From an optimization exercise on the open Yosys and OpenROAD flow, aimed at small area; shortcuts taken in it are not production practice. Only simulation tests tie the RTL to the original design; equivalence was not proved. No activity file was given, so power comes from the tool's default toggle rates.

[design.v]
package neuron_frame_loader_pkg;
    localparam int size_word    = 8;
    localparam int number_image = 121;
    localparam int CNT_W        = $clog2(number_image);
    typedef enum logic {
        LOAD = 1'b0,
        FULL = 1'b1
    } load_state_t;
endpackage
module frame_slot_decoder #(
    parameter int number_image = neuron_frame_loader_pkg::number_image,
    parameter int CNT_W        = $clog2(number_image)
) (
    input  logic                    wr_en,
    input  logic [CNT_W-1:0]        idx,
    output logic [number_image-1:0] pix_en,
    output logic [number_image-1:0] wgt_en
);
    for (genvar i = 0; i < number_image; i++) begin : g_slot
        assign pix_en[i] = wr_en && (idx == CNT_W'(i));
        assign wgt_en[number_image-1-i] = pix_en[i];
    end
endmodule
module neuron_frame_loader #(
    parameter int   size_word    = neuron_frame_loader_pkg::size_word,
    parameter int   number_image = neuron_frame_loader_pkg::number_image,
    localparam int  CNT_W        = $clog2(number_image)
) (
    input  logic                              clk,
    input  logic                              rst,
    input  logic                              in_valid,
    output logic                              in_ready,
    input  logic [size_word-1:0]              in_pixel,
    input  logic                              in_weight,
    input  logic                              in_sof,
    output logic [size_word*number_image-1:0] Image,
    output logic [number_image-1:0]           Weight,
    output logic                              frame_valid,
    input  logic                              frame_ready,
    output logic [CNT_W-1:0]                  beat_count,
    output logic                              frame_drop
);
    localparam logic [CNT_W-1:0] LAST_IDX = CNT_W'(number_image - 1);
    neuron_frame_loader_pkg::load_state_t             state;
    logic                    accept;
    logic [CNT_W-1:0]        idx;
    logic [number_image-1:0] pix_en;
    logic [number_image-1:0] wgt_en;
    assign in_ready    = (state == neuron_frame_loader_pkg::LOAD);
    assign frame_valid = (state == neuron_frame_loader_pkg::FULL);
    assign accept = in_valid && (state == neuron_frame_loader_pkg::LOAD);
    assign idx    = in_sof ? '0 : beat_count;
    frame_slot_decoder #(
        .number_image (number_image),
        .CNT_W        (CNT_W)
    ) u_dec (
        .wr_en  (accept),
        .idx    (idx),
        .pix_en (pix_en),
        .wgt_en (wgt_en)
    );
    always_ff @(posedge clk) begin
        if (rst) begin
            state      <= neuron_frame_loader_pkg::LOAD;
            beat_count <= '0;
            frame_drop <= 1'b0;
            Image      <= '0;
            Weight     <= '0;
        end else begin
            frame_drop <= 1'b0;
            case (state)
                neuron_frame_loader_pkg::LOAD: begin
                    if (accept) begin
                        for (int i = 0; i < number_image; i++) begin
                            if (pix_en[i]) Image[i*size_word +: size_word] <= in_pixel;
                        end
                        Weight <= (Weight & ~wgt_en) | (wgt_en & {number_image{in_weight}});
                        frame_drop <= in_sof && (beat_count != '0);
                        if (idx == LAST_IDX) begin
                            state      <= neuron_frame_loader_pkg::FULL;
                            beat_count <= '0;
                        end else begin
                            beat_count <= idx + 1'b1;
                        end
                    end
                end
                neuron_frame_loader_pkg::FULL: begin
                    if (frame_ready) state <= neuron_frame_loader_pkg::LOAD;
                end
                default: state <= neuron_frame_loader_pkg::LOAD;
            endcase
        end
    end
endmodule
[run.sh]
#!/bin/bash
# synth_recipe.tcl (not shown) runs the flow's synth.tcl, then flattens the netlist and writes it again
# the make line also repeats each setting of config.mk as NAME=value (left out here)
make -C /OpenROAD-flow-scripts/flow DESIGN_CONFIG=/design/flow/config.mk WORK_HOME=/design/flow/orfs CLKGATE_MAP_FILE= SYNTH_SCRIPT=/design/flow/synth_recipe.tcl finish
[config.mk]
export PLATFORM = sky130hd
export DESIGN_NAME = neuron_frame_loader
export DESIGN_NICKNAME = neuron_frame_loader
export VERILOG_FILES = /design/flow/design.v
export SDC_FILE = /design/flow/constraint.sdc
export NUM_CORES = 4
export LEC_CHECK = 0
export CAP_MARGIN = 20
export CORE_AREA = 5 5 335 335
export DIE_AREA = 0 0 340 340
export SLEW_MARGIN = 20
[constraint.sdc]
create_clock -name core_clock -period 5.0 [get_ports {clk}]
set_input_delay 1.0000 -clock core_clock [delete_from_list [all_inputs] [get_ports {clk}]]
set_output_delay 1.0000 -clock core_clock [all_outputs]
set_load 0.01 [all_outputs]
==> key figures, run 1 <==
Global routing
  – Total grt overflow: 0
  – Met2 GRT Util: 45.8%
  – Number of global-route vias before repair: 30900
  – First-pass GRT wire length: 237000 um
  – M3 GR Usage: 8.27%
  – Met1 Use GR: 32.4%
  – GRT busiest layer: met2
  – Initial antenna violation count: 3
  – Largest net degree at the start of global routing: 297
  – GRT Util Overall: 27.3%

STA
  – Final hold vios: 0
  – Max_slew headroom: 21.2%
  – Unrepaired setup endpoints after global routing: no
  – Fin crit share: 62.8%
  – Clock skew: 0.0166 ns
  – Final setup fails: 0
  – Slew Viols, Final: 0
  – Achievable Freq: 0.319 GHz
  – Slew @ Worst Pin: 1.18 ns
  – Min Tclk post-route: 3.14 ns
  – Setup TNS: 0 ns

Clocking
  – Clock-pin slew on the worst setup and hold paths: 0.06 ns
  – Total clock sinks: 1098
  – Cts hold-fix bufs: 0
  – CTS tree: yes
  – Post-CTS Setup Inserts: 0
  – Clock root buffer: clkbuf_16
  – H-tree levels: 3
  – CTS resizes: 0
  – Max Root-Sink Buffers: 3
  – Worst skew pair latency: 0.70 ns
  – TritonCTS Buffers: 116

Worst setup path
  – CP max FO: 13
  – Worst reg2reg path startpoint: beat_count[2]$_SDFFE_PP0P_
  – Critical path launch point type: flip-flop
  – CP arrival: 2.14 ns
  – WP data required: 4.00 ns
  – Crit path capture type: output pin
  – WS Path Type: flip-flop to output pin
  – CP Cell Sequence: clkdlybuf4s50_1
  – R2R depth: 4
  – CP peak stage delay: 0.73 ns
  – Worst setup path start: beat_count[2]$_SDFFE_PP0P_
  – CP bufs+invs: 1
  – Number of stages on the worst setup path: 1
  – Delay-heaviest family, CP: buffers and inverters
  – Critical path's slowest cell: clkdlybuf4s50_1

Routing
  – Via density: 5.39
  – Via Count: 33800
  – DRT Wirelength: 168000 um
  – Detail Route Antenna Nets: 0
  – DRT iter0 DRCs: 2937
  – Drt first pass iters: 6
  – WL/cell: 26.8 um
  – DRC viols: 0

Placed design
  – DPL Wire Length: 112000 um
  – Routability cong.: 0.835
  – PortBufs: 1112

Layout
  – Sequential cell area: 22000 um2
  – Multi-input logic area: 15700 um2
  – Share of layout cells above drive strength 1: 7.48%
  – Area delta synth->final: 40.4%
  – Filler cells: 9802
  – Nets: 4775
  – Util after Layout: 50.8%

Synthesis
  – Synth async-reset ratio: 0%
  – Netlist cell types: 46
  – Post-synth EDFFs: 0
  – Mux cell area share after synthesis: 0%
  – Synth top area cells: dfxtp_1, nand3b_1, o21ai_0
  – Register area share after synthesis: 55.9%
  – Ys flop type: dfxtp_1
  – Compound-cell area share of the yosys netlist: 14.9%
  – Syn_nets: 3920
  – Synth Area in XOR/XNOR: 0%
  – Adder-cell share of the synthesized area: 0%
  – Area leader, netlist: dfxtp_1
  – Simple-Gate Fraction of Synth Area: 24.7%
  – Largest family of logic cells by synthesized area: simple AND/OR/NAND/NOR gates
  – Synth warn: 1
  – Gate Count Post-Synth: 3906
  – FF+latch count, synth: 1098
  – Syn avg cell area: 10.1 um2
  – Yosys top cell area share: 55.9%
  – Mapped Area: 39300 um2

Min path
  – Hold depth: 2
  – Worst min path class: flip-flop to flip-flop
  – Hold Crit Start: Image[727]$_SDFFE_PP0P_

Floorplanning
  – Initial Utilization: 36.2%
  – Ports: 1113
  – CORE AREA: 109000 um2
  – Die Width: 340 um
  – Die footprint: 116000 um2
  – Die Height: 340 um
  – Number of cell rows: 121

Power and ir drop
  – Worst vdd ir: 269 uV
  – Pwr dens: 331 nW/um2
  – Leakage: 18.5 nW

Outcome
  – Status: no timing/DRC/antenna violations

Job
  – Max_cap viols: 0
## cells in the mapped netlist (3+ instances only)
master / n
o21ai_0: 1090
nand4_2: 67
nand2_1: 10
o21ai_1: 10
buf_4: 27
clkbuf_2: 7
nand4_4: 8
nand3_1: 6
nand2b_1: 11
o2111ai_1: 13
dfxtp_1: 1098
nand4_1: 23
clkbuf_1: 361
nor3_1: 3
o211ai_2: 5
a31oi_1: 4
nor2b_1: 15
nand3b_1: 1082
buf_2: 31
## placed cells by master, fill, tap and decap left out, drive strengths merged, types with 2 or more instances in the layout
master         count
nand3b          1082
and2               2
a31oi              4
inv                7
a21oi              2
o211ai             7
buf               55
clkdlybuf4s50   1110
o2111ai           15
a41oi              3
clkinvlp           4
dfxtp           1098
nor4               2
nor3b              2
clkinv            20
nand3              6
nor2b             15
o21ai           1100
diode              4
nor3               5
clkbuf           174
bufinv             7
nand2b            11
nor2               5
nand4             98
nand2             10
## area by class of cell
class | instances | share of cell area (%)
inverters | 2 | 0.0136
multi-input cells | 2378 | 28.5
clock buffers | 174 | 6.33
flip-flops and latches | 1098 | 39.8
well taps | 1414 | 3.21
diodes | 4 | 0.0181
repair buffers | 1165 | 21.3
clock inverters | 36 | 0.744
## cell families (layout without fill, tap and decap cells)
kind of cell / after synthesis / after routing
and+or+nand+nor: 1243 / 1243
AOI/OAI and AO/OA: 1135 / 1135
DFF: 1098 / 1098
buffers and inverters: 430 / 1377
other: 0 / 4
## where the power goes
group | internal [mW] | switching (mW) | total [mW]
Combinational | 0.213 | 0.431 | 0.645
Sequential | 8.76 | 0.00791 | 8.76
Clock | 5.16 | 3.68 | 8.84
Total | 14.1 | 4.12 | 18.2
## metal layers
layer / wire length (um) / vias to the layer above / part of all wire, %
met5: 0 / - / 0
met4: 8240 / 0 / 4.9
met3: 14200 / 278 / 8.5
met2: 79900 / 1313 / 48
met1: 65600 / 16500 / 39
li1: - / 15700 / -
## path summary, 6_finish.rpt
kind	endpoint	slack, ns
min	Image[727]$_SDFFE_PP0P_	0.49
max reg2reg	Image[882]$_SDFFE_PP0P_	1.91
max	beat_count[2]	1.86
min reg2reg	Image[727]$_SDFFE_PP0P_	0.49
## per-stage QoR
step	worst slack, ns	instance area (um2)	std cells	power [mW]	hold WS [ns]
2_1_floorplan	2.48	39300	3906	9.33	0.501
3_3_place_gp	1.29	51200	6056	9.61	0.468
3_5_place_dp	1.24	51300	6057	9.61	0.471
4_1_cts	1.79	55200	6267	18.4	0.482
5_1_grt	1.70	55200	6269	18.8	0.502
6_report	1.86	55200	6271	18.2	0.486
==> run 2, diff against run 1 <==
--- a/design.v
+++ b/design.v
@@ -43,7 +43,5 @@
     localparam logic [CNT_W-1:0] LAST_IDX = CNT_W'(number_image - 1);
-    neuron_frame_loader_pkg::load_state_t             state;
-    logic                    accept;
-    logic [CNT_W-1:0]        idx;
-    logic [number_image-1:0] pix_en;
-    logic [number_image-1:0] wgt_en;
+    neuron_frame_loader_pkg::load_state_t state;
+    logic             accept;
+    logic [CNT_W-1:0] idx;
     assign in_ready    = (state == neuron_frame_loader_pkg::LOAD);
@@ -52,11 +50,8 @@
     assign idx    = in_sof ? '0 : beat_count;
-    frame_slot_decoder #(
-        .number_image (number_image),
-        .CNT_W        (CNT_W)
-    ) u_dec (
-        .wr_en  (accept),
-        .idx    (idx),
-        .pix_en (pix_en),
-        .wgt_en (wgt_en)
-    );
+    always_ff @(posedge clk) begin
+        if (accept) begin
+            Image  <= {in_pixel, Image[size_word*number_image-1:size_word]};
+            Weight <= {Weight[number_image-2:0], in_weight};
+        end
+    end
     always_ff @(posedge clk) begin
@@ -66,4 +61,2 @@
             frame_drop <= 1'b0;
-            Image      <= '0;
-            Weight     <= '0;
         end else begin
@@ -73,6 +66,2 @@
                     if (accept) begin
-                        for (int i = 0; i < number_image; i++) begin
-                            if (pix_en[i]) Image[i*size_word +: size_word] <= in_pixel;
-                        end
-                        Weight <= (Weight & ~wgt_en) | (wgt_en & {number_image{in_weight}});
                         frame_drop <= in_sof && (beat_count != '0);
==> key figures, run 2 <==
Outcome
  – Status: no timing/DRC/antenna violations

Clocking
  – Max Root-Sink Buffers: 3 (unchanged)
  – TritonCTS Buffers: 109 (-6.0%)
  – Post-CTS Setup Inserts: 0 (unchanged)
  – Clock root buffer: clkbuf_16
  – Clock-pin slew on the worst setup and hold paths: 0.06 ns (about the same)
  – Total clock sinks: 1098 (unchanged)
  – CTS tree: yes
  – H-tree levels: 3 (unchanged)
  – CTS resizes: 0 (unchanged)
  – Cts hold-fix bufs: 0 (unchanged)
  – Worst skew pair latency: 0.67 ns (-0.03 ns)

Floorplanning
  – Initial Utilization: 30.6% (-5.6 points)
  – Ports: 1113 (unchanged)
  – Die footprint: 116000 um2 (unchanged)
  – CORE AREA: 109000 um2 (unchanged)
  – Die Width: 340 um (unchanged)
  – Number of cell rows: 121 (unchanged)
  – Die Height: 340 um (unchanged)

Placed design
  – DPL Wire Length: 74100 um (-34%)
  – PortBufs: 1112 (unchanged)
  – Routability cong.: 0.860 (+3.1%)
  – Placed Area: 46400 um2 (-9.6%)

Worst setup path
  – CP max FO: 178 (+165)
  – Critical path launch point type: primary input
  – Critical path's slowest cell: clkinv_16
  – WS Path Type: primary input to flip-flop
  – Delay-heaviest family, CP: buffers and inverters
  – CP arrival: 3.33 ns (+1.19 ns)
  – WP data required: 5.33 ns (+1.33 ns)
  – CP bufs+invs: 3 (+2)
  – R2R depth: 3 (-1)
  – CP peak stage delay: 0.59 ns (-0.14 ns)
  – CP Cell Sequence: clkdlybuf4s50_1 > nand2b_1 > clkinv_16 > buf_12
  – Crit path capture type: flip-flop
  – Number of stages on the worst setup path: 4 (+3)

Layout
  – Area delta synth->final: 49.9%
  – Filler cells: 8979 (-8.4%)
  – Share of layout cells above drive strength 1: 6.91% (-0.57 points)
  – Top Registers: Image: 968 flops, Weight: 121 flops, beat_count: 7 flops
  – Finished Cell Area: 49800 um2 (-9.7%)
  – Commonest cells after routing, fill and taps aside: clkdlybuf4s50_1, edfxtp_1, clkbuf_16, clkbuf_1, clkinv_1
  – Biggest register: Image
  – Largest register FFs: 968
  – N_diodes: 0 (-4)
  – Nets: 2407 (-50%)
  – Most common cell after layout, fill and taps aside: clkdlybuf4s50_1
  – Util after Layout: 45.9% (-4.9 points)

Global routing
  – Total grt overflow: 0 (unchanged)
  – GRT Util Overall: 16.2% (-11 points)
  – First-pass GRT wire length: 137000 um (-42%)
  – Largest net degree at the start of global routing: 179 (-40%)
  – Initial antenna violation count: 1 (-2)
  – Number of global-route vias before repair: 17500 (-43%)

Synthesis
  – Area leader, netlist: edfxtp_1
  – Synth warn: 1 (unchanged)
  – FF+latch count, synth: 1098 (unchanged)
  – Syn_nets: 1172 (-70%)
  – Commonest cells post-synth: edfxtp_1, dfxtp_1, nand2_1, a21oi_1, nand3_1
  – Ys flop type: edfxtp_1
  – Gate Count Post-Synth: 1156 (-70%)
  – Syn avg cell area: 28.8 um2 (+190%)
  – Mapped Area: 33200 um2 (-15%)
  – Synth async-reset ratio: 0% (unchanged)
  – Yosys top cell area share: 98.4% (+42 points)
  – Register area share after synthesis: 98.9% (+43 points)
  – Netlist cell types: 31 (-33%)
  – Synth top area cells: edfxtp_1, dfxtp_1, nand2_1
  – Post-synth EDFFs: 1089 (+1089)
  – Top-count cell post-synth: edfxtp_1

STA
  – Fin crit share: 60.0% (-2.8 points)
  – Slew @ Worst Pin: 0.875 ns (-0.306 ns)
  – Achievable Freq: 0.333 GHz (+4.6%)
  – Setup TNS: 0 ns (unchanged)
  – Final setup fails: 0 (unchanged)
  – Final hold vios: 0 (unchanged)
  – Max_slew headroom: 41.7% (+20 points)
  – Min Tclk post-route: 3.00 ns (-0.138 ns)
  – Slew Viols, Final: 0 (unchanged)
  – Clock skew: 0.0189 ns (+0.00233 ns)
  – Unrepaired setup endpoints after global routing: no

Power and ir drop
  – Pwr dens: 412 nW/um2 (+25%)
  – Worst vdd ir: 316 uV (+17%)
  – Leakage: 17.0 nW (-8.4%)

Routing
  – DRT iter0 DRCs: 1192 (-59%)
  – DRT Wirelength: 99500 um (-41%)
  – Via density: 4.35 (-19%)
  – Drt first pass iters: 5 (-1)
  – Detail Route Antenna Nets: 0 (unchanged)
  – Via Count: 16900 (-50%)
  – WL/cell: 25.6 um (-4.4%)
  – DRC viols: 0 (unchanged)

Job
  – Max_cap viols: 0 (unchanged)

Min path
  – Worst min path class: flip-flop to flip-flop
  – Hold depth: 0 (-2)
## run 2: through the flow
step                setup slack [ns]  power [mW]  instances  hold WS [ns]
CTS                             1.95        20.8       3889         0.440
detailed placement              1.26        12.8       3694         0.431
global placement                1.39        12.8       3694         0.430
global route                    1.88        21.3       3889         0.443
floorplan                      0.166        11.5       1156         0.499
finish                          2.00        20.5       3889         0.437
## run 2: kinds of logic (layout without fill, tap and decap cells)
kind of cell | Yosys count | in the layout | share of synthesized area [%]
DFF | 1098 | 1098 | 98.9
and+or+nand+nor | 32 | 32 | 0.557
AOI/OAI and AO/OA | 15 | 15 | 0.365
buffers and inverters | 9 | 1328 | 0.109
adders and majority gates | 2 | 2 | 0.0752
## run 2: power by group
part / switching, mW / internal [mW]
Clock: 3.38 / 4.56
Combinational: 0.753 / 0.787
Sequential: 0.320 / 10.7
Total: 4.45 / 16.1
## run 2: layout make-up
| class | count | area [um2] | share of cell area (%) |
|---|---|---|---|
| multi-input cells | 49 | 332 | 0.665 |
| clock inverters | 59 | 586 | 1.17 |
| well taps | 1414 | 1770 | 3.55 |
| clock buffers | 136 | 2890 | 5.80 |
| inverters | 4 | 41.3 | 0.0829 |
| flip-flops and latches | 1098 | 32900 | 66.0 |
| repair buffers | 1129 | 11300 | 22.7 |
## run 2: final timing paths
| kind | slack, ns | endpoint | from |
|---|---|---|---|
| max | 2.00 | Image[790]$_DFFE_PN_ | in_valid |
| min | 0.44 | Image[814]$_DFFE_PN_ | Image[822]$_DFFE_PN_ |
| max reg2reg | 2.31 | Image[790]$_DFFE_PN_ | state$_SDFF_PP0_ |
| min reg2reg | 0.44 | Image[814]$_DFFE_PN_ | Image[822]$_DFFE_PN_ |
## run 2: worst reg2reg max path, stage by stage (launching register included)
cell	delay, ns
dfxtp_1	0.35
nand2b_1	0.63
clkinv_16	0.60
buf_12	0.68
## run 2: routing by layer
metal	wire [um]	vias to the layer above	global-route usage [%]
met5	0	-	0
met4	2270	0	4.85
met3	10600	104	7.08
met2	53100	871	29.9
met1	33500	8746	16.6
li1	-	7199	-
==> run 3, diff against run 2 <==
==> flow/run.sh (new file) <==
#!/bin/bash
# Standard ORFS layout with two changes: port buffers use the smallest buffer
# cell, and CTS uses smaller clock buffers without dummy loads.
set -euo pipefail
export BUFFER_PORTS_ARGS="-buffer_cell sky130_fd_sc_hd__buf_1"
export CTS_ARGS="-sink_clustering_enable -repair_clock_nets -dont_use_dummy_load -buf_list {sky130_fd_sc_hd__clkbuf_4 sky130_fd_sc_hd__clkbuf_8}"
bash standard.sh finish > flow_make.log 2>&1
==> standard.sh (new file) <==
#!/bin/bash
# synth_recipe.tcl (not shown) runs the flow's synth.tcl, then flattens the netlist and writes it again
# the make line also repeats each setting of config.mk as NAME=value (left out here)
make -C /OpenROAD-flow-scripts/flow DESIGN_CONFIG=/design/flow/config.mk WORK_HOME=/design/flow/orfs CLKGATE_MAP_FILE= SYNTH_SCRIPT=/design/flow/synth_recipe.tcl "${@:-finish}"
removed: run.sh
==> key figures, run 3 <==
Synthesis
  – Synth warn: 1 (unchanged)
  – Area leader, netlist: edfxtp_1
  – Netlist cell types: 31 (unchanged)
  – Gate Count Post-Synth: 1156 (unchanged)
  – Top-count cell post-synth: edfxtp_1
  – Syn avg cell area: 28.8 um2 (unchanged)
  – Register area share after synthesis: 98.9% (unchanged)
  – Ys flop type: edfxtp_1
  – FF+latch count, synth: 1098 (unchanged)
  – Synth async-reset ratio: 0% (unchanged)
  – Mapped Area: 33200 um2 (unchanged)
  – Synth top area cells: edfxtp_1, dfxtp_1, nand2_1
  – Commonest cells post-synth: edfxtp_1, dfxtp_1, nand2_1, a21oi_1, nand3_1
  – Yosys top cell area share: 98.4% (unchanged)
  – Post-synth EDFFs: 1089 (unchanged)
  – Syn_nets: 1172 (unchanged)

STA
  – Slew @ Worst Pin: 1.04 ns (+0.170 ns)
  – Final setup fails: 0 (unchanged)
  – Unrepaired setup endpoints after global routing: no
  – Fin crit share: 53.2% (-6.8 points)
  – Setup TNS: 0 ns (unchanged)
  – Max_slew headroom: 30.3% (-11 points)
  – Clock skew: 0.0917 ns (+0.0727 ns)
  – Min Tclk post-route: 2.66 ns (-0.340 ns)
  – Achievable Freq: 0.376 GHz (+13%)
  – Final hold vios: 0 (unchanged)
  – Slew Viols, Final: 0 (unchanged)

Worst setup path
  – CP max FO: 130 (-27%)
  – Worst reg2reg path startpoint: state$_SDFF_PP0_
  – Crit path capture type: flip-flop
  – WP data required: 5.36 ns (+0.03 ns)
  – Flop-to-flop setup slack: 2.34 ns (+0.03 ns)
  – Critical path's slowest cell: buf_4
  – CP peak stage delay: 0.89 ns (+0.30 ns)
  – Worst setup path start: state$_SDFF_PP0_
  – Delay-heaviest family, CP: buffers and inverters
  – CP arrival: 3.02 ns (-0.31 ns)
  – CP bufs+invs: 2 (-1)
  – Endpoint of the worst register-to-register path: Image[748]$_DFFE_PN_
  – CP Cell Sequence: nand2b_1 > clkinv_16 > buf_4
  – R2R depth: 3 (unchanged)
  – WS Path Type: flip-flop to flip-flop
  – Critical path launch point type: flip-flop

Floorplanning
  – Initial Utilization: 30.6% (unchanged)
  – Die Width: 340 um (unchanged)
  – Die footprint: 116000 um2 (unchanged)
  – CORE AREA: 109000 um2 (unchanged)
  – Number of cell rows: 121 (unchanged)
  – Die Height: 340 um (unchanged)
  – Ports: 1113 (unchanged)

Clocking
  – TritonCTS Buffers: 170 (+56%)
  – Post-CTS Setup Inserts: 0 (unchanged)
  – Max Root-Sink Buffers: 3 (unchanged)
  – Clock-pin slew on the worst setup and hold paths: 0.06 ns (about the same)
  – Worst skew pair latency: 0.81 ns (+0.14 ns)
  – CTS resizes: 0 (unchanged)
  – Total clock sinks: 1098 (unchanged)
  – Cts hold-fix bufs: 0 (unchanged)
  – H-tree levels: 4 (+1)
  – CTS tree: yes
  – Clock root buffer: clkbuf_8

Global routing
  – Initial antenna violation count: 3 (+2)
  – GRT Util Overall: 14.7% (-1.6 points)
  – Total grt overflow: 0 (unchanged)
  – First-pass GRT wire length: 125000 um (-8.5%)
  – Number of global-route vias before repair: 17300 (-0.98%)
  – Largest net degree at the start of global routing: 166 (-7.3%)

Job
  – Max_cap viols: 0 (unchanged)

Outcome
  – Status: no timing/DRC/antenna violations

Routing
  – Detail Route Antenna Nets: 0 (unchanged)
  – Detail Route met3 WL: 9080 um (-15%)
  – Drt first pass iters: 6 (+1)
  – WL/cell: 23.3 um (-9.0%)
  – Met2 WL: 47700 um (-10%)
  – Met1 wire length: 31100 um (-7.4%)
  – Top routing layer used: met4
  – Via density: 4.39 (+0.97%)
  – DRC viols: 0 (unchanged)
  – DRT iter0 DRCs: 1224 (+2.7%)
  – DRT Wirelength: 90100 um (-9.5%)
  – Via Count: 17000 (+0.37%)

Min path
  – Hold depth: 1 (+1)
  – Worst min path class: primary input to flip-flop
  – Hold Path End: Image[962]$_DFFE_PN_
  – Hold Crit Start: in_pixel[2]

Layout
  – Most common cell after layout, fill and taps aside: buf_1
  – Biggest register: Image
  – Commonest cells after routing, fill and taps aside: buf_1, edfxtp_1, clkbuf_8, buf_4, dfxtp_1
  – Nets: 2468 (+2.5%)
  – Filler cells: 9867 (+9.9%)
  – Share of layout cells above drive strength 1: 7.88% (+0.97 points)
  – Largest register FFs: 968 (unchanged)
  – Top Registers: Image: 968 flops, Weight: 121 flops, beat_count: 7 flops
  – Area delta synth->final: 25.5%

Placed design
  – DPL Wire Length: 65700 um (-11%)
  – Routability cong.: 0.889 (+3.3%)
  – PortBufs: 1112 (unchanged)

Power and ir drop
  – Leakage: 13.5 nW (-21%)
  – Pwr dens: 431 nW/um2 (+4.6%)
  – Worst vdd ir: 260 uV (-18%)
  – Design Power: 18.0 mW (-12%)
run 3: cell count changes in the layout (fill, tap and decap cells not counted), sizes merged:
cell           before   now
inv                 6     3
diode               0     2
bufinv              9     0
clkbuf            136   170
clkinvlp            3     0
buf                17  1129
clkdlybuf4s50    1112     0
clkinv             45     1
run 3: where the power goes:
part,total (mW),switching [mW],leakage [nW],internal [mW]
combinational,0.894,0.695,1.52,0.199
sequential,11.1,0.326,10.7,10.7
clock,6.02,3.03,1.22,2.98
run 3: through the flow:
stage                     setup slack (ns)  instances  hold slack [ns]  cell area [um2]  util (%)
after floorplan                      0.166       1156            0.499            33300         -
after global placement                1.62       3694            0.428            39400      36.3
after detailed placement              1.60       3694            0.431            39400      36.3
after CTS                             2.30       3864            0.233            41700      38.4
after global routing                  2.17       3866            0.261            41700      38.4
final                                 2.34       3866            0.360            41700      38.4
run 3: cell type report:
cell class              count  area (um2)  area share [%]
diodes                      2        5.00          0.0120
clock buffers             170        2340            5.61
inverters                   4        41.3          0.0990
multi-input cells          49         332           0.795
flip-flops and latches   1098       32900            78.8
well taps                1414        1770            4.24
repair buffers           1129        4350            10.4
run 3: how the worst max path moves through the flow:
stage	end	slack (ns)	cells past startpoint
global placement	Image[947]$_DFFE_PN_	1.62	4
floorplan	beat_count[6]$_SDFFE_PP0P_	0.17	6
global route	Image[748]$_DFFE_PN_	2.17	3
finish	Image[748]$_DFFE_PN_	2.34	3
CTS	Image[748]$_DFFE_PN_	2.30	3
detailed placement	Weight[3]$_DFFE_PN_	1.60	4
run 3: kinds of logic (layout without fill, tap and decap cells):
logic type / Yosys count / count (layout) / synth area share, %
other cells: 0 / 2 / 0
simple gates: 32 / 32 / 0.557
fa+ha+maj: 2 / 2 / 0.0752
flops: 1098 / 1098 / 98.9
buf+inv: 9 / 1303 / 0.109
compound gates: 15 / 15 / 0.365
run 3: metal layers:
metal	up-vias	track usage, %
met3	143	6.25
li1	7218	-
met4	0	4.91
met2	923	26.3
met1	8699	15.5
met5	-	0
==> run 4, diff against run 3 <==
--- a/design.v
+++ b/design.v
@@ -44,3 +44,5 @@
     neuron_frame_loader_pkg::load_state_t state;
-    logic             accept;
+    logic             load_q;    
+    logic             shift;     
+    logic             hold;      
     logic [CNT_W-1:0] idx;
@@ -48,9 +50,10 @@
     assign frame_valid = (state == neuron_frame_loader_pkg::FULL);
-    assign accept = in_valid && (state == neuron_frame_loader_pkg::LOAD);
-    assign idx    = in_sof ? '0 : beat_count;
+    assign shift = in_valid && load_q;
+    assign hold  = !in_valid || (state == neuron_frame_loader_pkg::FULL);
+    assign idx   = in_sof ? '0 : beat_count;
     always_ff @(posedge clk) begin
-        if (accept) begin
-            Image  <= {in_pixel, Image[size_word*number_image-1:size_word]};
-            Weight <= {Weight[number_image-2:0], in_weight};
-        end
+        Image  <= ({size_word*number_image{shift}} & {in_pixel, Image[size_word*number_image-1:size_word]})
+                | ({size_word*number_image{hold}}  & Image);
+        Weight <= ({number_image{shift}} & {Weight[number_image-2:0], in_weight})
+                | ({number_image{hold}}  & Weight);
     end
@@ -59,2 +62,3 @@
             state      <= neuron_frame_loader_pkg::LOAD;
+            load_q     <= 1'b1;
             beat_count <= '0;
@@ -65,3 +69,3 @@
                 neuron_frame_loader_pkg::LOAD: begin
-                    if (accept) begin
+                    if (shift) begin
                         frame_drop <= in_sof && (beat_count != '0);
@@ -69,2 +73,3 @@
                             state      <= neuron_frame_loader_pkg::FULL;
+                            load_q     <= 1'b0;
                             beat_count <= '0;
@@ -76,5 +81,11 @@
                 neuron_frame_loader_pkg::FULL: begin
-                    if (frame_ready) state <= neuron_frame_loader_pkg::LOAD;
+                    if (frame_ready) begin
+                        state  <= neuron_frame_loader_pkg::LOAD;
+                        load_q <= 1'b1;
+                    end
                 end
-                default: state <= neuron_frame_loader_pkg::LOAD;
+                default: begin
+                    state  <= neuron_frame_loader_pkg::LOAD;
+                    load_q <= 1'b1;
+                end
             endcase
==> key figures, run 4 <==
Outcome
  – Status: no timing/DRC/antenna violations

STA
  – Slew Viols, Final: 0 (unchanged)
  – WHS: 0.398 ns (+0.0380 ns)
  – Final setup fails: 0 (unchanged)
  – Fin worst setup slack: 2.34 ns (-0.00122 ns)
  – Clock skew: 0.0854 ns (-0.00630 ns)
  – Setup TNS: 0 ns (unchanged)
  – Final hold vios: 0 (unchanged)
  – Unrepaired setup endpoints after global routing: no
  – Fin crit share: 53.2% (about the same)
  – Achievable Freq: 0.376 GHz (about the same)
  – Slew @ Worst Pin: 0.888 ns (-0.157 ns)
  – Min Tclk post-route: 2.66 ns (+0.00122 ns)
  – Max_slew headroom: 40.8% (+10 points)

Global routing
  – First-pass GRT wire length: 164000 um (+32%)
  – Total grt overflow: 0 (unchanged)
  – Largest net degree at the start of global routing: 191 (+15%)
  – GRT Util Overall: 18.4% (+3.8 points)
  – Initial antenna violation count: 1 (-2)
  – Number of global-route vias before repair: 23800 (+38%)

Synthesis
  – Netlist cell types: 34 (+9.7%)
  – Register area share after synthesis: 66.5% (-32 points)
  – Top-count cell post-synth: dfxtp_1
  – Commonest cells post-synth: dfxtp_1, a22o_1, buf_2, clkbuf_1, a21oi_1
  – Area leader, netlist: dfxtp_1
  – Ys flop type: dfxtp_1
  – Synth async-reset ratio: 0% (unchanged)
  – Synth warn: 1 (unchanged)
  – Syn_nets: 2499 (+110%)
  – Gate Count Post-Synth: 2483 (+110%)
  – Yosys top cell area share: 66.5% (-32 points)
  – Mapped Area: 33100 um2 (-0.42%)
  – Synth top area cells: dfxtp_1, a22o_1, buf_2
  – FF+latch count, synth: 1099 (+0.091%)
  – Post-synth EDFFs: 0 (-100%)
  – Syn avg cell area: 13.3 um2 (-54%)

Worst setup path
  – R2R depth: 4 (+1)
  – Critical path launch point type: flip-flop
  – Crit path capture type: output pin
  – Critical path's slowest cell: dfxtp_1
  – WS Path Type: flip-flop to output pin
  – CP peak stage delay: 0.38 ns (-0.51 ns)
  – CP max FO: 6 (-95%)
  – WP data required: 4.00 ns (-1.36 ns)
  – CP arrival: 1.66 ns (-1.36 ns)
  – CP Cell Sequence: inv_1 > buf_1

Clocking
  – Post-CTS Setup Inserts: 0 (unchanged)
  – TritonCTS Buffers: 172 (+1.2%)
  – Max Root-Sink Buffers: 3 (unchanged)
  – Worst skew pair latency: 0.81 ns (about the same)
  – Total clock sinks: 1099 (+0.091%)
  – Clock root buffer: clkbuf_8
  – H-tree levels: 4 (unchanged)
  – Cts hold-fix bufs: 0 (unchanged)
  – CTS tree: yes
  – Clock-pin slew on the worst setup and hold paths: 0.06 ns (about the same)
  – CTS resizes: 0 (unchanged)

Routing
  – Via Count: 25500 (+50%)
  – Via density: 5.12 (+16%)
  – Detail Route Antenna Nets: 0 (unchanged)
  – DRT iter0 DRCs: 1838 (+50%)
  – DRC viols: 0 (unchanged)
  – DRT Wirelength: 115000 um (+27%)
  – WL/cell: 23.0 um (-1.1%)
  – Drt first pass iters: 7 (+1)

Layout
  – Filler cells: 10800 (+9.1%)
  – Nets: 3580 (+45%)
  – Layout Cells excl Fill: 4977 (+29%)
  – Util after Layout: 37.5% (-0.97 points)
  – Share of layout cells above drive strength 1: 6.06% (-1.8 points)
  – Commonest cells after routing, fill and taps aside: buf_1, dfxtp_1, a22o_1, clkbuf_8, buf_4
  – Biggest register: Image
  – Top Registers: Image: 968 flops, Weight: 121 flops, beat_count: 7 flops
  – Largest register FFs: 968 (unchanged)
  – Finished Cell Area: 40700 um2 (-2.5%)
  – Area delta synth->final: 22.8%
  – Most common cell after layout, fill and taps aside: buf_1

Placed design
  – DPL Wire Length: 83700 um (+27%)
  – PortBufs: 1112 (unchanged)
  – Worst slack at placement: 1.97 ns (+0.366 ns)
  – Routability cong.: 0.923 (+3.8%)
  – Placed Area: 38300 um2 (-2.7%)
  – Placed Instances: 4804 (+30%)

Floorplanning
  – Ports: 1113 (unchanged)
  – Initial Utilization: 30.5% (-0.13 points)
  – Number of cell rows: 121 (unchanged)
  – Die Width: 340 um (unchanged)
  – CORE AREA: 109000 um2 (unchanged)
  – Die Height: 340 um (unchanged)
  – Die footprint: 116000 um2 (unchanged)

Min path
  – Hold depth: 2 (+1)
  – Worst min path class: primary input to flip-flop

Job
  – Max_cap viols: 0 (unchanged)

Power and ir drop
  – Pwr dens: 411 nW/um2 (-4.7%)
  – Leakage: 15.4 nW (+14%)
  – Worst vdd ir: 292 uV (+12%)
  – Design Power: 16.7 mW (-7.1%)
-- run 4: power by group --
| group | internal, mW | total [mW] | leakage (nW) | switching (mW) |
|---|---|---|---|---|
| logic | 0.415 | 1.15 | 5.25 | 0.733 |
| clock network | 3.02 | 6.10 | 1.24 | 3.08 |
| registers | 9.11 | 9.46 | 8.89 | 0.347 |
-- run 4: final timing paths --
path,slack [ns],startpoint,end
worst max-delay path,2.34,state$_SDFF_PP0_,in_ready
worst min register to register,0.42,Image[548]$_DFF_P_,Image[540]$_DFF_P_
worst max register to register,2.52,state$_SDFF_PP0_,Image[832]$_DFF_P_
worst min-delay path,0.40,in_pixel[5],Image[965]$_DFF_P_
-- run 4: kinds of logic after synthesis --
group	Yosys count	share of synthesized area, %
and+or+nand+nor	28	0.518
buffers and inverters	246	3.72
DFF	1099	66.5
adders and majority gates	2	0.0756
AOI/OAI and AO/OA	1108	29.2
-- run 4: area by class of cell --
type	count	area [um2]	share of cell area (%)
Sequential cell	1099	22000	54.1
Multi-Input combinational cell	1138	9890	24.3
Antenna cell	1	2.50	0.00615
Inverter	3	11.3	0.0277
Tap cell	1414	1770	4.35
Clock buffer	172	2370	5.82
Timing Repair Buffer	1150	4620	11.4
-- run 4: routing by layer --
layer / GRT usage, % / vias up / share of wire [%]
li1: - / 11700 / -
met1: 22.1 / 12600 / 40
met2: 31.3 / 965 / 49
met3: 5.83 / 166 / 7.7
met4: 6.17 / 0 / 2.8
met5: 0 / - / 0
-- run 4: worst max-delay path: cells and delay by family (launching register included) --
| kind | cells | cell delay, ns |
|---|---|---|
| buffers and inverters | 2 | 0.49 |
| DFF | 1 | 0.38 |
==> run 5, diff against run 4 <==
==> flow/run.sh (replaced) <==
#!/bin/bash
# Standard ORFS layout (the standard.sh, unchanged synthesis) with these changes:
#  - port buffers use the smallest buffer cell (buf_1);
#  - IO pins may sit one routing track apart, so the smaller die still holds all ports;
#  - CTS clusters about 18 sinks per clkbuf_8 leaf buffer, with no dummy loads.
set -euo pipefail
export BUFFER_PORTS_ARGS="-buffer_cell sky130_fd_sc_hd__buf_1"
export PLACE_PINS_ARGS="-min_distance 1 -min_distance_in_tracks"
export CTS_ARGS="-sink_clustering_enable -repair_clock_nets -dont_use_dummy_load -sink_clustering_size 18 -sink_clustering_max_diameter 50 -buf_list {sky130_fd_sc_hd__clkbuf_8}"
bash standard.sh finish > flow_make.log 2>&1
--- a/config.mk
+++ b/config.mk
@@ -8,4 +8,4 @@
 export CAP_MARGIN = 20
-export CORE_AREA = 5 5 335 335
-export DIE_AREA = 0 0 340 340
+export CORE_AREA = 5 5 245 245
+export DIE_AREA = 0 0 250 250
 export SLEW_MARGIN = 20
==> key figures, run 5 <==
Power and ir drop
  – Worst vdd ir: 247 uV (-15%)
  – Pwr dens: 380 nW/um2 (-7.4%)
  – Leakage: 14.7 nW (-4.5%)

Routing
  – Drt first pass iters: 6 (-1)
  – Detail Route Antenna Nets: 0 (unchanged)
  – WL/cell: 26.2 um (+14%)
  – DRC viols: 0 (unchanged)
  – DRT iter0 DRCs: 2318 (+26%)
  – DRT Wirelength: 111000 um (-3.4%)
  – Via density: 6.11 (+19%)
  – Via Count: 25800 (+1.5%)

Placed design
  – PortBufs: 1112 (unchanged)
  – Routability cong.: 0.989 (+7.1%)
  – Worst slack at placement: 1.78 ns (-0.185 ns)
  – DPL Wire Length: 79800 um (-4.7%)

Synthesis
  – Netlist cell types: 34 (unchanged)
  – Synth top area cells: dfxtp_1, a22o_1, buf_2
  – Commonest cells post-synth: dfxtp_1, a22o_1, buf_2, clkbuf_1, a21oi_1
  – Mapped Area: 33100 um2 (unchanged)
  – Synth async-reset ratio: 0% (unchanged)
  – Gate Count Post-Synth: 2483 (unchanged)
  – Register area share after synthesis: 66.5% (unchanged)
  – Yosys top cell area share: 66.5% (unchanged)
  – FF+latch count, synth: 1099 (unchanged)
  – Post-synth EDFFs: 0 (unchanged)
  – Synth warn: 1 (unchanged)
  – Ys flop type: dfxtp_1
  – Syn_nets: 2499 (unchanged)
  – Syn avg cell area: 13.3 um2 (unchanged)
  – Top-count cell post-synth: dfxtp_1
  – Area leader, netlist: dfxtp_1

STA
  – Setup TNS: 0 ns (unchanged)
  – Slew Viols, Final: 0 (unchanged)
  – Fin worst setup slack: 2.41 ns (+0.0718 ns)
  – Max_slew headroom: 35.9% (-4.9 points)
  – Clock skew: 0.0542 ns (-0.0311 ns)
  – Slew @ Worst Pin: 0.962 ns (+0.0742 ns)
  – Final hold vios: 0 (unchanged)
  – Fin crit share: 51.8% (-1.4 points)
  – Unrepaired setup endpoints after global routing: no
  – Achievable Freq: 0.386 GHz (+2.8%)
  – WHS: 0.441 ns (+0.0436 ns)
  – Final setup fails: 0 (unchanged)
  – Min Tclk post-route: 2.59 ns (-0.0718 ns)

Clocking
  – Total clock sinks: 1099 (unchanged)
  – Max Root-Sink Buffers: 3 (unchanged)
  – CTS tree: yes
  – Cts hold-fix bufs: 0 (unchanged)
  – Clock root buffer: clkbuf_8
  – CTS resizes: 0 (unchanged)
  – Worst skew pair latency: 0.68 ns (-0.13 ns)
  – H-tree levels: 3 (-1)
  – TritonCTS Buffers: 82 (-52%)
  – Clock-pin slew on the worst setup and hold paths: 0.10 ns (+0.04 ns)
  – Post-CTS Setup Inserts: 0 (unchanged)

Min path
  – Hold Crit Start: Image[795]$_DFF_P_
  – Worst min path class: flip-flop to flip-flop

Global routing
  – First-pass GRT wire length: 159000 um (-3.0%)
  – Initial antenna violation count: 1 (unchanged)
  – GRT Util Overall: 32.7% (+14 points)
  – Largest net degree at the start of global routing: 231 (+21%)
  – Number of global-route vias before repair: 24100 (+1.0%)
  – Total grt overflow: 0 (unchanged)

Layout
  – Commonest cells after routing, fill and taps aside: buf_1, dfxtp_1, a22o_1, clkbuf_8, buf_12
  – Nets: 3479 (-2.8%)
  – Most common cell after layout, fill and taps aside: buf_1
  – Top Registers: Image: 968 flops, Weight: 121 flops, beat_count: 7 flops
  – Area delta synth->final: 16.4%
  – Largest register FFs: 968 (unchanged)
  – Biggest register: Image
  – Share of layout cells above drive strength 1: 3.32% (-2.7 points)

Floorplanning
  – Die Height: 250 um (-26%)
  – Initial Utilization: 57.7% (+27 points)
  – Number of cell rows: 88 (-27%)
  – Ports: 1113 (unchanged)
  – Die Width: 250 um (-26%)
  – Die footprint: 62500 um2 (-46%)
  – CORE AREA: 57400 um2 (-47%)

Worst setup path
  – Worst reg2reg path startpoint: state$_SDFF_PP0_
  – Crit path capture type: flip-flop
  – CP max FO: 116 (+110)
  – WS Path Type: primary input to flip-flop
  – CP arrival: 3.17 ns (+1.51 ns)
  – WP data required: 5.58 ns (+1.58 ns)
  – Worst setup path start: in_valid
  – Critical path launch point type: primary input

Outcome
  – Status: no timing/DRC/antenna violations

Job
  – Max_cap viols: 0 (unchanged)
==> run 5: critical path: stages <==
cell and delay, ns:
buf_1 0.17, nand2_8 0.54, buf_12 0.46, buf_4 0.60
a22o_1 0.23
==> run 5: final cells by class <==
| type | count | area [um2] |
|---|---|---|
| sequential | 1099 | 22000 |
| fill | 4712 | 18800 |
| multi-input combinational | 1138 | 9890 |
| timing repair buffer | 1139 | 4550 |
| clock buffer | 82 | 1130 |
| tap | 765 | 957 |
| inverter | 3 | 11.3 |
| antenna | 2 | 5.00 |
==> run 5: final timing paths <==
kind	endpoint	slack, ns	cells after the start
setup / recovery	Image[815]$_DFF_P_	2.41	5
setup reg to reg	Image[815]$_DFF_P_	2.41	5
hold reg to reg	Image[787]$_DFF_P_	0.44	1
hold / removal	Image[787]$_DFF_P_	0.44	1
==> run 5: cell families after synthesis <==
logic type,share of synthesized area (%)
buffers and inverters,3.72
AOI/OAI and AO/OA,29.2
and+or+nand+nor,0.518
DFF,66.5
adders and majority gates,0.0756
==> run 5: metrics by stage <==
stage	util, %	instance area [um2]	power, mW	instances
final	67.2	38500	14.7	4228
after global routing	67.2	38500	15.2	4227
after CTS	67.2	38500	14.7	4226
after detailed placement	65.2	37400	10.7	4144
after global placement	65.2	37400	10.7	4144
after floorplan	-	33100	10.2	2483
==> run 5: power by group <==
part           internal [mW]  switching [mW]  total (mW)
Clock                   1.48            2.60        4.08
Sequential              9.10           0.304        9.40
Combinational          0.412           0.765        1.18
Total                   11.0            3.67        14.7
==> run 5: per-layer routing <==
metal  GRT usage, %  vias to the layer above  share of wire (%)
met4           23.8                        2                8.4
met3           18.6                      319                 14
li1               -                    11500                  -
met5          0.309                        -              0.031
met2           43.3                     1384                 40
met1           39.5                    12600                 38
==> run 6, diff against run 5 <==
==> flow/run.sh (replaced) <==
#!/bin/bash
# Standard ORFS layout (the standard.sh, unchanged synthesis) with these changes:
#  - port buffers use the smallest buffer cell (buf_1);
#  - IO pins may sit one routing track apart, so the smaller die still holds all ports;
#  - CTS clusters about 19 sinks per clkbuf_8 leaf buffer, with no dummy loads.
set -euo pipefail
export BUFFER_PORTS_ARGS="-buffer_cell sky130_fd_sc_hd__buf_1"
export PLACE_PINS_ARGS="-min_distance 1 -min_distance_in_tracks"
export CTS_ARGS="-sink_clustering_enable -repair_clock_nets -dont_use_dummy_load -sink_clustering_size 19 -sink_clustering_max_diameter 70 -buf_list {sky130_fd_sc_hd__clkbuf_8}"
bash standard.sh finish > flow_make.log 2>&1
==> key figures, run 6 <==
Synthesis
  – Compound-cell area share of the yosys netlist: 29.2% (unchanged)
  – Largest family of logic cells by synthesized area: compound AO/OA/AOI/OAI gates
  – Adder-cell share of the synthesized area: 0.0756% (unchanged)
  – Area leader, netlist: dfxtp_1
  – Mux cell area share after synthesis: 0% (unchanged)
  – Simple-Gate Fraction of Synth Area: 0.518% (unchanged)
  – Mapped Area: 33100 um2 (unchanged)
  – Post-synth EDFFs: 0 (unchanged)
  – Gate Count Post-Synth: 2483 (unchanged)
  – Syn avg cell area: 13.3 um2 (unchanged)
  – Commonest cells post-synth: dfxtp_1, a22o_1, buf_2, clkbuf_1, a21oi_1
  – Syn_nets: 2499 (unchanged)
  – Netlist cell types: 34 (unchanged)
  – Synth Area in XOR/XNOR: 0% (unchanged)
  – Yosys top cell area share: 66.5% (unchanged)
  – Synth warn: 1 (unchanged)
  – Top-count cell post-synth: dfxtp_1
  – Ys flop type: dfxtp_1
  – FF+latch count, synth: 1099 (unchanged)
  – Synth async-reset ratio: 0% (unchanged)
  – Synth top area cells: dfxtp_1, a22o_1, buf_2
  – Register area share after synthesis: 66.5% (unchanged)

Placed design
  – DPL Wire Length: 79800 um (unchanged)
  – PortBufs: 1112 (unchanged)
  – Worst slack at placement: 1.78 ns (unchanged)
  – Placed Instances: 4144 (unchanged)
  – Routability cong.: 0.989 (unchanged)

Worst setup path
  – WS Path Type: flip-flop to flip-flop
  – CP peak stage delay: 0.59 ns (about the same)
  – Crit path capture type: flip-flop
  – CP Cell Sequence: inv_1 > nand2_8 > buf_12 > buf_4 > a22o_1
  – WP data required: 5.62 ns (+0.04 ns)
  – CP max FO: 116 (unchanged)
  – Critical path launch point type: flip-flop
  – Critical path's slowest cell: buf_4
  – CP arrival: 3.20 ns (+0.03 ns)

Power and ir drop
  – Worst vdd ir: 323 uV (+30%)
  – Pwr dens: 374 nW/um2 (-1.5%)
  – Leakage: 14.6 nW (-0.73%)

Floorplanning
  – Initial Utilization: 57.7% (unchanged)
  – Die Width: 250 um (unchanged)
  – Die footprint: 62500 um2 (unchanged)
  – CORE AREA: 57400 um2 (unchanged)
  – Ports: 1113 (unchanged)
  – Number of cell rows: 88 (unchanged)
  – Die Height: 250 um (unchanged)

Routing
  – WL/cell: 26.3 um (+0.43%)
  – Via Count: 25800 (-0.22%)
  – Detail Route Antenna Nets: 0 (unchanged)
  – DRT iter0 DRCs: 2410 (+4.0%)
  – DRT Wirelength: 111000 um (about the same)
  – Drt first pass iters: 5 (-1)
  – DRC viols: 0 (unchanged)
  – Via density: 6.12 (+0.14%)

Layout
  – Biggest register: Image
  – Layout Cells excl Fill: 4213 (-0.35%)
  – Largest register FFs: 968 (unchanged)
  – Top Registers: Image: 968 flops, Weight: 121 flops, beat_count: 7 flops
  – Nets: 3464 (-0.43%)
  – Most common cell after layout, fill and taps aside: buf_1
  – Multi-input logic area: 9890 um2 (unchanged)
  – Share of layout cells above drive strength 1: 2.90% (-0.42 points)
  – Area delta synth->final: 15.8%
  – Commonest cells after routing, fill and taps aside: buf_1, dfxtp_1, a22o_1, clkbuf_8, buf_12
  – Filler cells: 4734 (+0.47%)
  – Sequential cell area: 22000 um2 (unchanged)
  – Util after Layout: 66.8% (-0.36 points)

Clocking
  – H-tree levels: 3 (unchanged)
  – Max Root-Sink Buffers: 3 (unchanged)
  – Worst skew pair latency: 0.69 ns (about the same)
  – TritonCTS Buffers: 67 (-18%)
  – Total clock sinks: 1099 (unchanged)
  – Clock root buffer: clkbuf_8
  – Post-CTS Setup Inserts: 0 (unchanged)
  – Cts hold-fix bufs: 0 (unchanged)
  – Clock-pin slew on the worst setup and hold paths: 0.12 ns (+0.02 ns)
  – CTS resizes: 0 (unchanged)
  – CTS tree: yes

Global routing
  – Number of global-route vias before repair: 24100 (-0.087%)
  – Total grt overflow: 0 (unchanged)
  – First-pass GRT wire length: 159000 um (about the same)
  – Largest net degree at the start of global routing: 231 (unchanged)
  – GRT Util Overall: 32.7% (about the same)
  – Initial antenna violation count: 1 (unchanged)

STA
  – Fin worst setup slack: 2.42 ns (+0.0133 ns)
  – Slew @ Worst Pin: 0.971 ns (+0.00930 ns)
  – Min Tclk post-route: 2.58 ns (-0.0133 ns)
  – Clock skew: 0.0474 ns (-0.00687 ns)
  – Final setup fails: 0 (unchanged)
  – Fin crit share: 51.5% (-0.27 points)
  – Unrepaired setup endpoints after global routing: no
  – Max_slew headroom: 35.3% (-0.62 points)
  – Achievable Freq: 0.388 GHz (+0.52%)
  – Setup TNS: 0 ns (unchanged)
  – Slew Viols, Final: 0 (unchanged)
  – Final hold vios: 0 (unchanged)

Outcome
  – Status: no timing/DRC/antenna violations

Min path
  – Worst min path class: flip-flop to flip-flop

Job
  – Max_cap viols: 0 (unchanged)
run 6: cell counts after synthesis:
Identical to the previous run, type by type.
run 6: logic make-up after synthesis:
| family | Yosys count |
|---|---|
| DFF | 1099 |
| adders and majority gates | 2 |
| and+or+nand+nor | 28 |
| buffers and inverters | 246 |
| AOI/OAI and AO/OA | 1108 |
run 6: metrics by stage:
| stage | hold slack [ns] | total power, mW | area (um2) |
|---|---|---|---|
| final | 0.484 | 14.4 | 38300 |
| after global routing | 0.503 | 14.9 | 38300 |
| after CTS | 0.478 | 14.4 | 38300 |
| after detailed placement | 0.465 | 10.7 | 37400 |
| after global placement | 0.462 | 10.7 | 37400 |
| after floorplan | 0.522 | 10.2 | 33100 |
run 6: path summary, 6_finish.rpt:
check | cells past startpoint | from | slack, ns | end
worst max-delay path | 5 | state$_SDFF_PP0_ | 2.42 | Image[823]$_DFF_P_
worst min-delay path | 1 | Image[200]$_DFF_P_ | 0.48 | Image[192]$_DFF_P_
worst max register to register | 5 | state$_SDFF_PP0_ | 2.42 | Image[823]$_DFF_P_
worst min register to register | 1 | Image[200]$_DFF_P_ | 0.48 | Image[192]$_DFF_P_
run 6: layer usage:
layer	GRT usage, %	share of wire (%)
met5	0.541	0.076
met4	24.1	8.5
met3	18.3	14
met2	43.2	40
met1	39.6	38
run 6: critical path, delay by kind of cell, from the launching register on:
family                 cells  cell delay [ns]
buffers and inverters      3             1.21
AO/OA/AOI/OAI              1             0.25
AND/OR/NAND/NOR            1             0.51
flip-flops                 1             0.42
run 6: final cells by class:
class / instances / share of cell area (%)
Antenna cell: 2 / 0.0131
Clock buffer: 67 / 2.41
Inverter: 3 / 0.0294
Multi-Input combinational cell: 1138 / 25.8
Sequential cell: 1099 / 57.4
Tap cell: 765 / 2.50
Timing Repair Buffer: 1139 / 11.9
run 6: report_power, final:
| part | switching (mW) | internal (mW) | total [mW] |
|---|---|---|---|
| logic | 0.766 | 0.412 | 1.18 |
| registers | 0.306 | 9.10 | 9.40 |
| clock network | 2.55 | 1.22 | 3.77 |
| total | 3.63 | 10.7 | 14.4 |
==> run 7, diff against run 6 <==
--- a/design.v
+++ b/design.v
@@ -47,3 +47,3 @@
     logic             hold;      
-    logic [CNT_W-1:0] idx;
+    logic             last;      
     assign in_ready    = (state == neuron_frame_loader_pkg::LOAD);
@@ -52,3 +52,3 @@
     assign hold  = !in_valid || (state == neuron_frame_loader_pkg::FULL);
-    assign idx   = in_sof ? '0 : beat_count;
+    assign last  = !in_sof && (beat_count[CNT_W-1:3] == LAST_IDX[CNT_W-1:3]);
     always_ff @(posedge clk) begin
@@ -71,3 +71,3 @@
                         frame_drop <= in_sof && (beat_count != '0);
-                        if (idx == LAST_IDX) begin
+                        if (last) begin
                             state      <= neuron_frame_loader_pkg::FULL;
@@ -76,3 +76,3 @@
                         end else begin
-                            beat_count <= idx + 1'b1;
+                            beat_count <= in_sof ? CNT_W'(1) : beat_count + 1'b1;
                         end
--- a/config.mk
+++ b/config.mk
@@ -10,2 +10,3 @@
 export DIE_AREA = 0 0 250 250
+export PLACE_DENSITY = 0.75
 export SLEW_MARGIN = 20
==> key figures, run 7 <==
Clocking
  – TritonCTS Buffers: 67 (unchanged)
  – Max Root-Sink Buffers: 3 (unchanged)
  – CTS resizes: 0 (unchanged)
  – CTS tree: yes
  – Clock root buffer: clkbuf_8
  – H-tree levels: 3 (unchanged)
  – Worst skew pair latency: 0.66 ns (-0.03 ns)
  – Cts hold-fix bufs: 0 (unchanged)
  – Total clock sinks: 1099 (unchanged)
  – Clock-pin slew on the worst setup and hold paths: 0.12 ns (about the same)
  – Post-CTS Setup Inserts: 0 (unchanged)

Worst setup path
  – CP bufs+invs: 1 (-2)
  – Worst reg2reg path startpoint: state$_SDFF_PP0_
  – Crit path capture type: output pin
  – CP arrival: 1.48 ns (-1.72 ns)
  – Endpoint of the worst register-to-register path: Image[500]$_DFF_P_
  – CP max FO: 5 (-96%)
  – Delay-heaviest family, CP: flip-flops
  – Number of stages on the worst setup path: 1 (-4)
  – Flop-to-flop setup slack: 2.63 ns (+0.21 ns)
  – Worst setup path start: beat_count[0]$_SDFFE_PP0P_
  – WP data required: 4.00 ns (-1.62 ns)
  – CP endpoint: beat_count[0]
  – Critical path's slowest cell: dfxtp_1
  – R2R depth: 4 (-1)
  – WS Path Type: flip-flop to output pin
  – Critical path launch point type: flip-flop
  – CP peak stage delay: 0.44 ns (-0.15 ns)
  – CP Cell Sequence: buf_1

Floorplanning
  – Number of cell rows: 88 (unchanged)
  – CORE AREA: 57400 um2 (unchanged)
  – Initial Utilization: 57.6% (-0.096 points)
  – Ports: 1113 (unchanged)
  – Die Height: 250 um (unchanged)
  – Die Width: 250 um (unchanged)
  – Die footprint: 62500 um2 (unchanged)

Synthesis
  – Mapped Area: 33100 um2 (-0.17%)
  – Ys flop type: dfxtp_1
  – Synth top area cells: dfxtp_1, a22o_1, buf_2
  – Netlist cell types: 31 (-8.8%)
  – Area leader, netlist: dfxtp_1
  – Gate Count Post-Synth: 2482 (-0.040%)
  – FF+latch count, synth: 1099 (unchanged)
  – Top-count cell post-synth: dfxtp_1
  – Register area share after synthesis: 66.6% (+0.11 points)
  – Synth async-reset ratio: 0% (unchanged)
  – Syn_nets: 2498 (-0.040%)
  – Commonest cells post-synth: dfxtp_1, a22o_1, buf_2, clkbuf_1, nand2_1
  – Synth warn: 1 (unchanged)
  – Yosys top cell area share: 66.6% (+0.11 points)
  – Post-synth EDFFs: 0 (unchanged)
  – Syn avg cell area: 13.3 um2 (-0.13%)

Power and ir drop
  – Leakage: 14.5 nW (-0.35%)
  – Worst vdd ir: 292 uV (-9.5%)
  – Pwr dens: 377 nW/um2 (+0.61%)

STA
  – Achievable Freq: 0.404 GHz (+4.0%)
  – Final hold vios: 0 (unchanged)
  – Clock skew: 0.0354 ns (-0.0119 ns)
  – Setup TNS: 0 ns (unchanged)
  – Fin crit share: 49.5% (-2.0 points)
  – Final setup fails: 0 (unchanged)
  – Unrepaired setup endpoints after global routing: no
  – Min Tclk post-route: 2.48 ns (-0.0997 ns)
  – Max_slew headroom: 37.4% (+2.1 points)
  – Fin worst setup slack: 2.52 ns (+0.0997 ns)
  – Slew @ Worst Pin: 0.939 ns (-0.0321 ns)
  – Slew Viols, Final: 0 (unchanged)
  – WHS: 0.492 ns (+0.00785 ns)

Layout
  – Most common cell after layout, fill and taps aside: buf_1
  – Sequential cell area: 22000 um2 (unchanged)
  – Top Registers: Image: 968 flops, Weight: 121 flops, beat_count: 7 flops
  – Largest register FFs: 968 (unchanged)
  – Nets: 3462 (-0.058%)
  – Share of layout cells above drive strength 1: 2.82% (-0.085 points)
  – Area delta synth->final: 15.9% (about the same)
  – Finished Cell Area: 38300 um2 (-0.12%)
  – Multi-input logic area: 9840 um2 (-0.58%)
  – Commonest cells after routing, fill and taps aside: buf_1, dfxtp_1, a22o_1, clkbuf_8, buf_12
  – Filler cells: 4541 (-4.1%)
  – Biggest register: Image

Routing
  – Via density: 6.19 (+1.0%)
  – Detail Route Antenna Nets: 0 (unchanged)
  – DRC viols: 0 (unchanged)
  – WL/cell: 26.2 um (-0.35%)
  – Via Count: 26100 (+1.0%)
  – DRT Wirelength: 110000 um (-0.35%)
  – Drt first pass iters: 6 (+1)
  – DRT iter0 DRCs: 2255 (-6.4%)

Global routing
  – First-pass GRT wire length: 160000 um (+0.62%)
  – Total grt overflow: 0 (unchanged)
  – GRT Util Overall: 32.8% (about the same)
  – Largest net degree at the start of global routing: 141 (-39%)
  – Number of global-route vias before repair: 24100 (+0.012%)
  – Initial antenna violation count: 4 (+3)

Placed design
  – PortBufs: 1112 (unchanged)
  – DPL Wire Length: 79400 um (-0.46%)
  – Placed Area: 37400 um2 (-0.13%)
  – Routability cong.: 0.980 (-0.85%)
  – Worst slack at placement: 2.03 ns (+0.244 ns)

Outcome
  – Status: no timing/DRC/antenna violations

Min path
  – Worst min path class: flip-flop to flip-flop

Job
  – Max_cap viols: 0 (unchanged)
run 7: changes by cell type after synthesis, moves of 3 or more:
cell	before	now
nor2_1	6	2
nand2b_1	3	0
buf_2	222	208
nand2_1	2	7
a21oi_1	7	4
clkbuf_1	14	29
run 7: final cells by class:
cell class,instances,share of cell area (%)
Sequential cell,1099,57.4
Timing Repair Buffer,1139,11.9
Clock buffer,67,2.41
Tap cell,765,2.50
Inverter,5,0.0490
Multi-Input combinational cell,1134,25.7
Antenna cell,4,0.0261
run 7: kinds of logic after synthesis:
family	Yosys count	share of synthesized area, %
AOI/OAI and AO/OA	1104	29.1
adders and majority gates	2	0.0757
buffers and inverters	249	3.73
DFF	1099	66.6
and+or+nand+nor	28	0.492
run 7: per-stage QoR:
stage,std cells,power [mW],util (%)
2_1_floorplan,2482,10.3,-
3_3_place_gp,4142,10.8,65.1
3_5_place_dp,4142,10.8,65.1
4_1_cts,4209,14.5,66.7
5_1_grt,4213,14.9,66.8
6_report,4213,14.4,66.8
run 7: worst min-delay path by stage:
stage / startpoint / endpoint / slack (ns) / cells past startpoint
2_1_floorplan: load_q$_SDFFE_PP1P_ / load_q$_SDFFE_PP1P_ / 0.51 / 2
3_3_place_gp: Image[1]$_DFF_P_ / Image[1]$_DFF_P_ / 0.46 / 1
3_5_place_dp: Image[1]$_DFF_P_ / Image[1]$_DFF_P_ / 0.47 / 1
4_1_cts: in_weight / Weight[0]$_DFF_P_ / 0.48 / 2
5_1_grt: Image[497]$_DFF_P_ / Image[489]$_DFF_P_ / 0.52 / 1
6_report: Image[484]$_DFF_P_ / Image[476]$_DFF_P_ / 0.49 / 1
run 7: metal layers:
| metal | up-vias | GRT usage (%) | routed length, um |
|---|---|---|---|
| met1 | 12700 | 39.3 | 41200 |
| met2 | 1515 | 44.8 | 45600 |
| met4 | 2 | 23.1 | 8640 |
| li1 | 11500 | - | - |
| met3 | 333 | 17.4 | 15000 |
| met5 | - | 0.463 | 38 |
run 7: power breakdown:
group	switching (mW)	internal (mW)
sequential	0.333	9.10
combinational	0.801	0.416
clock	2.55	1.22
total	3.69	10.7

static timing again, ports no longer ideal:
The results above use ideal ports. As a check the final layouts listed here were re-extracted and re-timed, cells and wires unchanged.
Step 1, drivers: a clkbuf_16 drives clk and a buf_2 each remaining input, both assumed.
Step 2 adds t to the input delays and takes it off the output delays; t is the mean of the earliest and latest rising clock arrival at the registers after step 1. Input paths then give back, and output paths get back, about the clock's delay inside the block.
a / b / c = ideal ports / drivers / drivers and shift; a / b = the first two.
run	shift t [ns]	setup WS [ns]	worst setup path after step 2	clock arrival spread, ns	worst register clock-pin slew, ns
run 1	0.765	1.861 / 1.792 / 1.166	input to register	0.025 / 0.026	0.07 / 0.07
run 2	0.732	1.999 / 1.993 / 1.292	input to register	0.031 / 0.031	0.07 / 0.07
run 3	0.827	2.339 / 2.339 / 1.596	input to register	0.101 / 0.101	0.06 / 0.06
run 4	0.833	2.338 / 2.272 / 1.900	input to register	0.098 / 0.097	0.06 / 0.06
run 5	0.719	2.410 / 2.413 / 1.727	input to register	0.062 / 0.062	0.11 / 0.11
run 6	0.724	2.423 / 2.423 / 1.752	input to register	0.052 / 0.052	0.12 / 0.12
run 7	0.711	2.523 / 2.460 / 1.937	input to register	0.043 / 0.044	0.12 / 0.12
After both steps every run listed still meets setup and hold. The setup slack of run 3, which loses most, moves by 0.000 ns with the drivers and by -0.743 ns with both steps.
